This design comes from an exercise in tuning for small area and a short achievable clock period on the open sky130 flow, not from production work. At most, simulation tests tie the RTL to the original design; equivalence was not proved. Power and IR drop assume default switching activity.

## store_buffer
module store_buffer #(
    parameter int sq_depth = 8
) (
    input  logic                            clk,
    input  logic                            rst,
    input  logic                            rob_flush,
    input  logic                            lsq_valid,
    input  logic                            lsq_ready,
    input  logic                            lsq_is_load,
    input  logic [lsu_pkg::xlen-1:0]        lsq_addr,
    input  logic [lsu_pkg::mask_bits-1:0]   lsq_mask,
    input  logic [lsu_pkg::xlen-1:0]        lsq_wdata,
    input  lsu_pkg::load_funct3_e           lsq_funct3,
    input  logic [lsu_pkg::rob_id_bits-1:0] lsq_rob_id,
    input  logic [lsu_pkg::pr_bits-1:0]     lsq_pr_dest,
    input  logic [lsu_pkg::rob_id_bits-1:0] rob_head_id,
    output logic                            lsq_dequeue,
    output logic [lsu_pkg::xlen-1:0]        dcache_addr,
    output logic [lsu_pkg::mask_bits-1:0]   dcache_rmask,
    output logic [lsu_pkg::mask_bits-1:0]   dcache_wmask,
    output logic [lsu_pkg::xlen-1:0]        dcache_wdata,
    input  logic [lsu_pkg::xlen-1:0]        dcache_rdata,
    input  logic                            dcache_resp,
    output logic                            cdb_valid,
    output logic [lsu_pkg::rob_id_bits-1:0] cdb_rob_id,
    output logic [lsu_pkg::pr_bits-1:0]     cdb_pr_dest,
    output logic [lsu_pkg::xlen-1:0]        cdb_result,
    output logic                            store_done
);
clock: 10.0 ns
lec_check: 0
cap_margin: 20
core_margin: 2
core_utilization: 35
cts_buf_list: sky130_fd_sc_hd__clkbuf_16
cts_cluster_diameter: 120
cts_cluster_size: 25
place_density: 0.5
setup_slack_margin: 3.8
slew_margin: 20
synth_hierarchical: 1
tns_end_percent: 2
standard.sh (not shown) runs the stock make flow with config.mk's settings and CLKGATE_MAP_FILE= SYNTH_SCRIPT=/design/flow/synth_recipe.tcl, a recipe that flattens the netlist after the stock synthesis.
==> flow/flow/run.sh <==
#!/bin/bash
# Layout: the standard flow with two changes to how cells are picked.
#  - The port buffers use the smallest buffer cell instead of the one
#    buffer_ports picks by itself; timing repair resizes the critical ones.
#  - Slow wide OR/NOR cells (three or four series PMOS) are added to the
#    platform's don't-use list, so mapping and repair build the wide ORs of
#    the forwarding logic from NAND/AOI stages instead.
set -euo pipefail
export BUFFER_PORTS_ARGS="-buffer_cell sky130_fd_sc_hd__buf_1"
plat=$(make -s -C "$FLOW_HOME" DESIGN_CONFIG="$PWD/config.mk" WORK_HOME="$PWD/orfs" \
       print-DONT_USE_CELLS 2> print_dont_use.log | sed -n 's/^DONT_USE_CELLS: //p')
slow=""
for c in or3_1 or3_2 or3_4 or3b_1 or3b_2 or3b_4 or4_1 or4_2 or4_4 or4b_1 or4b_2 or4b_4 \
         or4bb_1 or4bb_2 or4bb_4 nor4_1 nor4_2 nor4_4 nor4b_1 nor4b_2 nor4b_4 nor4bb_1 \
         nor4bb_2 nor4bb_4 a2111o_1 a2111o_2 a2111o_4 a2111oi_0 a2111oi_1 a2111oi_2 \
         a2111oi_4 o2111a_1 o2111a_2 o2111a_4 o2111ai_1 o2111ai_2 o2111ai_4; do
  slow="$slow sky130_fd_sc_hd__$c"
done
echo "DONT_USE_CELLS=$plat$slow" > dont_use.txt
bash standard.sh "DONT_USE_CELLS=$plat$slow" synth > synth.log 2>&1
bash standard.sh "DONT_USE_CELLS=$plat$slow" finish > layout.log 2>&1
The first run ran to the end with no violations.
Rerun with:
CTS_CLUSTER_SIZE = 30   (was 25)
SETUP_SLACK_MARGIN = 3.4   (was 3.8)
Wire length is lower by about 1.3%; utilization is lower by 1.5 points; non-clock buffer count is lower by 9; clock skew is lower by 12 ps; design area is lower by about 3.6%; register-to-register slack got worse by 30 ps; global-route usage is lower by 0.22 points; power is lower by 2.1%.

* * *

The RTL this note starts from:
==> flow/design.v <==
package lsu_pkg;
    localparam int xlen = 32;
    localparam int mask_bits = 4;
    localparam int rob_id_bits = 4;
    localparam int pr_bits = 6;
    typedef enum logic [2:0] {
        load_f3_lb  = 3'b000,
        load_f3_lh  = 3'b001,
        load_f3_lw  = 3'b010,
        load_f3_lbu = 3'b100,
        load_f3_lhu = 3'b101
    } load_funct3_e;
    typedef union packed {
        logic [xlen-1:0]  word;
        logic [3:0][7:0]  bytes;
        logic [1:0][15:0] halves;
    } load_word_u;
endpackage
`timescale 1ns/1ps
module sb_entry_hit #(
    parameter int aw = 30
) (
    input  logic [aw-1:0] entry_addr,
    input  logic [3:0]    entry_live,
    input  logic [aw-1:0] addr,
    output logic [3:0]    hit
);
    assign hit = entry_live & {4{entry_addr == addr}};
endmodule
module sb_cover #(
    parameter int sq_depth = 8
) (
    input  logic [sq_depth-1:0][3:0] hit,
    input  logic [3:0]               load_mask,
    output logic                     fwd_full
);
    logic [3:0] any_hit;
    always_comb begin
        any_hit = '0;
        for (int i = 0; i < sq_depth; i++)
            any_hit = any_hit | hit[i];
    end
    assign fwd_full = &(any_hit | ~load_mask);
endmodule
`timescale 1ns/1ps
module dcache_arbiter #(
    parameter int aw = 30
) (
    input  logic          load_head,
    input  logic          fwd_full,
    input  logic          busy,
    input  logic          sq_nonempty,
    input  logic [aw-1:0] load_addr,
    input  logic [3:0]    load_mask,
    input  logic [aw-1:0] head_addr,
    input  logic [3:0]    head_mask,
    output logic          load_req,
    output logic [aw-1:0] req_addr,
    output logic [3:0]    rmask,
    output logic [3:0]    wmask
);
    assign load_req = load_head && !fwd_full;
    assign req_addr = load_req ? load_addr : head_addr;
    assign rmask    = (!busy && load_req) ? load_mask : 4'b0000;
    assign wmask    = (!busy && !load_req && sq_nonempty) ? head_mask : 4'b0000;
endmodule
`timescale 1ns/1ps
module load_align #(
    parameter int sq_depth = 8
) (
    input  logic [sq_depth-1:0][3:0]  hit,
    input  logic [sq_depth-1:0][31:0] data,
    input  logic [31:0]               cache_rdata,
    input  logic [1:0]                addr_low,
    input  logic [2:0]                funct3,
    output logic [31:0]               result
);
    logic [sq_depth-1:0][31:0] hit_data;
    logic [3:0]                any_hit;
    logic [31:0]               fwd_data;
    logic [31:0]               merged;
    for (genvar i = 0; i < sq_depth; i++) begin : g_entry
        for (genvar b = 0; b < 4; b++) begin : g_byte
            assign hit_data[i][8*b +: 8] = data[i][8*b +: 8] & {8{hit[i][b]}};
        end
    end
    always_comb begin
        any_hit  = '0;
        fwd_data = '0;
        for (int i = 0; i < sq_depth; i++) begin
            any_hit  = any_hit | hit[i];
            fwd_data = fwd_data | hit_data[i];
        end
    end
    for (genvar b = 0; b < 4; b++) begin : g_merge
        assign merged[8*b +: 8] = any_hit[b] ? fwd_data[8*b +: 8] : cache_rdata[8*b +: 8];
    end
    logic is_word, is_half, sign_ext;
    logic [1:0] lo_sel;
    logic [7:0] lo_byte, hi_byte;
    assign is_word  = funct3[1];
    assign is_half  = !funct3[1] && funct3[0];
    assign sign_ext = !funct3[2];
    assign lo_sel   = is_word ? 2'b00 : (is_half ? {addr_low[1], 1'b0} : addr_low);
    assign lo_byte  = merged[8*lo_sel +: 8];
    assign hi_byte  = addr_low[1] ? merged[31:24] : merged[15:8];
    logic ext_bit;
    assign ext_bit = sign_ext && (is_half ? hi_byte[7] : lo_byte[7]);
    assign result[7:0]   = lo_byte;
    assign result[15:8]  = is_word ? merged[15:8]  : (is_half ? hi_byte : {8{ext_bit}});
    assign result[31:16] = is_word ? merged[31:16] : {16{ext_bit}};
endmodule
`timescale 1ns/1ps
module store_buffer #(
    parameter int sq_depth = 8
) (
    input  logic                            clk,
    input  logic                            rst,
    input  logic                            rob_flush,
    input  logic                            lsq_valid,
    input  logic                            lsq_ready,
    input  logic                            lsq_is_load,
    input  logic [lsu_pkg::xlen-1:0]        lsq_addr,
    input  logic [lsu_pkg::mask_bits-1:0]   lsq_mask,
    input  logic [lsu_pkg::xlen-1:0]        lsq_wdata,
    input  lsu_pkg::load_funct3_e           lsq_funct3,
    input  logic [lsu_pkg::rob_id_bits-1:0] lsq_rob_id,
    input  logic [lsu_pkg::pr_bits-1:0]     lsq_pr_dest,
    input  logic [lsu_pkg::rob_id_bits-1:0] rob_head_id,
    output logic                            lsq_dequeue,
    output logic [lsu_pkg::xlen-1:0]        dcache_addr,
    output logic [lsu_pkg::mask_bits-1:0]   dcache_rmask,
    output logic [lsu_pkg::mask_bits-1:0]   dcache_wmask,
    output logic [lsu_pkg::xlen-1:0]        dcache_wdata,
    input  logic [lsu_pkg::xlen-1:0]        dcache_rdata,
    input  logic                            dcache_resp,
    output logic                            cdb_valid,
    output logic [lsu_pkg::rob_id_bits-1:0] cdb_rob_id,
    output logic [lsu_pkg::pr_bits-1:0]     cdb_pr_dest,
    output logic [lsu_pkg::xlen-1:0]        cdb_result,
    output logic                            store_done
);
    localparam int aw       = lsu_pkg::xlen - 2;
    logic [sq_depth-1:0][aw-1:0] q_addr;
    logic [sq_depth-1:0][3:0]    q_mask;
    logic [sq_depth-1:0][31:0]   q_data;
    logic [sq_depth-1:0][3:0]    q_live;
    logic [sq_depth-1:0]         q_valid;    
    logic [sq_depth-1:0]         head_oh;    
    logic busy;         
    logic busy_load;    
    logic stale;        
    logic sq_full, sq_nonempty;
    assign sq_full     = q_valid[sq_depth-1];
    assign sq_nonempty = q_valid[0];
    assign head_oh     = q_valid & ~(q_valid >> 1);
    logic head_ok, is_store, store_accept, load_head;
    assign head_ok      = lsq_valid && lsq_ready;
    assign is_store     = head_ok && !lsq_is_load;
    assign load_head    = head_ok && lsq_is_load;
    assign store_accept = is_store && (lsq_rob_id == rob_head_id) && !sq_full;
    logic [sq_depth-1:0][3:0] hit;
    logic                     fwd_full;
    for (genvar i = 0; i < sq_depth; i++) begin : g_entry
        sb_entry_hit #(.aw(aw)) i_hit (
            .entry_addr (q_addr[i]),
            .entry_live (q_live[i] & {4{q_valid[i]}}),
            .addr       (lsq_addr[lsu_pkg::xlen-1:2]),
            .hit        (hit[i])
        );
    end
    sb_cover #(.sq_depth(sq_depth)) i_cover (
        .hit       (hit),
        .load_mask (lsq_mask),
        .fwd_full  (fwd_full)
    );
    logic load_req, issue_load, issue_store, resp_ok;
    logic [aw-1:0] req_addr;
    assign issue_load  = !busy && load_req;
    assign issue_store = !busy && !load_req && sq_nonempty;
    assign resp_ok     = busy && dcache_resp && !stale;
    logic sq_pop;
    assign sq_pop = resp_ok && !busy_load;
    always_ff @(posedge clk) begin
        if (rst) begin
            busy <= 1'b0;
        end else if (!busy) begin
            busy <= issue_load || issue_store;
        end else if (dcache_resp) begin
            busy <= 1'b0;
        end
    end
    always_ff @(posedge clk) begin
        if (!busy) busy_load <= load_req;
    end
    always_ff @(posedge clk) begin
        if (rst) begin
            stale <= 1'b0;
        end else if (rob_flush) begin
            stale <= 1'b1;
        end else if (dcache_resp) begin
            stale <= 1'b0;
        end
    end
    logic [aw-1:0] head_addr;
    logic [3:0]    head_mask;
    logic [31:0]   head_data;
    always_comb begin
        head_addr = '0;
        head_mask = '0;
        head_data = '0;
        for (int i = 0; i < sq_depth; i++) begin
            if (head_oh[i]) begin
                head_addr = head_addr | q_addr[i];
                head_mask = head_mask | q_mask[i];
                head_data = head_data | q_data[i];
            end
        end
    end
    dcache_arbiter #(.aw(aw)) i_arb (
        .load_head   (load_head),
        .fwd_full    (fwd_full),
        .busy        (busy),
        .sq_nonempty (sq_nonempty),
        .load_addr   (lsq_addr[lsu_pkg::xlen-1:2]),
        .load_mask   (lsq_mask),
        .head_addr   (head_addr),
        .head_mask   (head_mask),
        .load_req    (load_req),
        .req_addr    (req_addr),
        .rmask       (dcache_rmask),
        .wmask       (dcache_wmask)
    );
    assign dcache_addr  = {req_addr, 2'b00};
    assign dcache_wdata = head_data;
    always_ff @(posedge clk) begin
        if (rst) begin
            q_valid <= '0;
        end else begin
            case ({store_accept, sq_pop})
                2'b10:   q_valid <= {q_valid[sq_depth-2:0], 1'b1};
                2'b01:   q_valid <= q_valid >> 1;
                default: q_valid <= q_valid;
            endcase
        end
    end
    always_ff @(posedge clk) begin
        if (store_accept) begin
            q_addr[0] <= lsq_addr[lsu_pkg::xlen-1:2];
            q_mask[0] <= lsq_mask;
            q_data[0] <= lsq_wdata;
            q_live[0] <= lsq_mask;
            for (int i = 1; i < sq_depth; i++) begin
                q_addr[i] <= q_addr[i-1];
                q_mask[i] <= q_mask[i-1];
                q_data[i] <= q_data[i-1];
                q_live[i] <= q_live[i-1] & ~(hit[i-1] & lsq_mask);
            end
        end
    end
    load_align #(.sq_depth(sq_depth)) i_align (
        .hit         (hit),
        .data        (q_data),
        .cache_rdata (dcache_rdata),
        .addr_low    (lsq_addr[1:0]),
        .funct3      (lsq_funct3),
        .result      (cdb_result)
    );
    assign cdb_valid   = (load_head && fwd_full) || (resp_ok && busy_load);
    assign cdb_rob_id  = lsq_rob_id;
    assign cdb_pr_dest = lsq_pr_dest;
    assign store_done  = store_accept;
    assign lsq_dequeue = store_accept || cdb_valid;
endmodule
export LEC_CHECK = 0
export CAP_MARGIN = 20
export CORE_MARGIN = 2
export CORE_UTILIZATION = 35
export CTS_BUF_LIST = sky130_fd_sc_hd__clkbuf_16
export CTS_CLUSTER_DIAMETER = 100
export CTS_CLUSTER_SIZE = 30
export PLACE_DENSITY = 0.5
export SETUP_SLACK_MARGIN = 5
export SLEW_MARGIN = 20
export SYNTH_HIERARCHICAL = 1
export TNS_END_PERCENT = 10
create_clock -name core_clock -period 10.0 [get_ports {clk}]
run.sh (not shown) runs the stock make flow with config.mk's settings and CLKGATE_MAP_FILE= SYNTH_SCRIPT=/design/flow/synth_recipe.tcl, a recipe that flattens the netlist after the stock synthesis.
Stock flow here: none of the scripts above is used.
The baseline ran to the end with no violations.
Rerun with:
Settings changed: TNS_END_PERCENT 10 to unset.
Result:
- design area rose by a little under a tenth
- clock-buffer cell count rose by 4
- synthesized area is unchanged
- total power rose by a few percent
- first-iteration DRC count fell by a few percent
- via count rose slightly
Function was not checked in any run of this note: the RTL went through the layout flow alone.

## what the ideal ports hide
The results above use ideal ports. As a check the final layouts listed here were re-extracted and re-timed, cells and wires unchanged.
Step 1: set_driving_cell puts a clkbuf_16 on clk and a buf_2 on each other input, an assumption about the parent block.
Step 2 times the ports against the registers' clock, not the clock port: input delays grow and output delays shrink by t, the midpoint of the rising clock arrivals with the driver on.
Slacks: ideal / step 1 / step 2; pairs: ideal / step 1.
| run | shift t [ns] | setup slack, ns | pins driven straight from the clock port |
|---|---|---|---|
| the first run of note 1 | 0.669 | 3.543 / 3.511 / 3.511 | 1 |
| the second run of note 1 | 0.665 | 3.407 / 3.379 / 3.379 | 1 |
| the first run of note 2 | 0.657 | 2.823 / 2.801 / 2.801 | 1 |
| the second run of note 2 | 0.682 | 2.973 / 2.868 / 2.868 | 1 |
After both steps setup and hold are still met in every run listed. For the second run of note 2, which loses most, drivers alone change the setup slack by -0.105 ns; drivers and shift together by -0.105 ns.
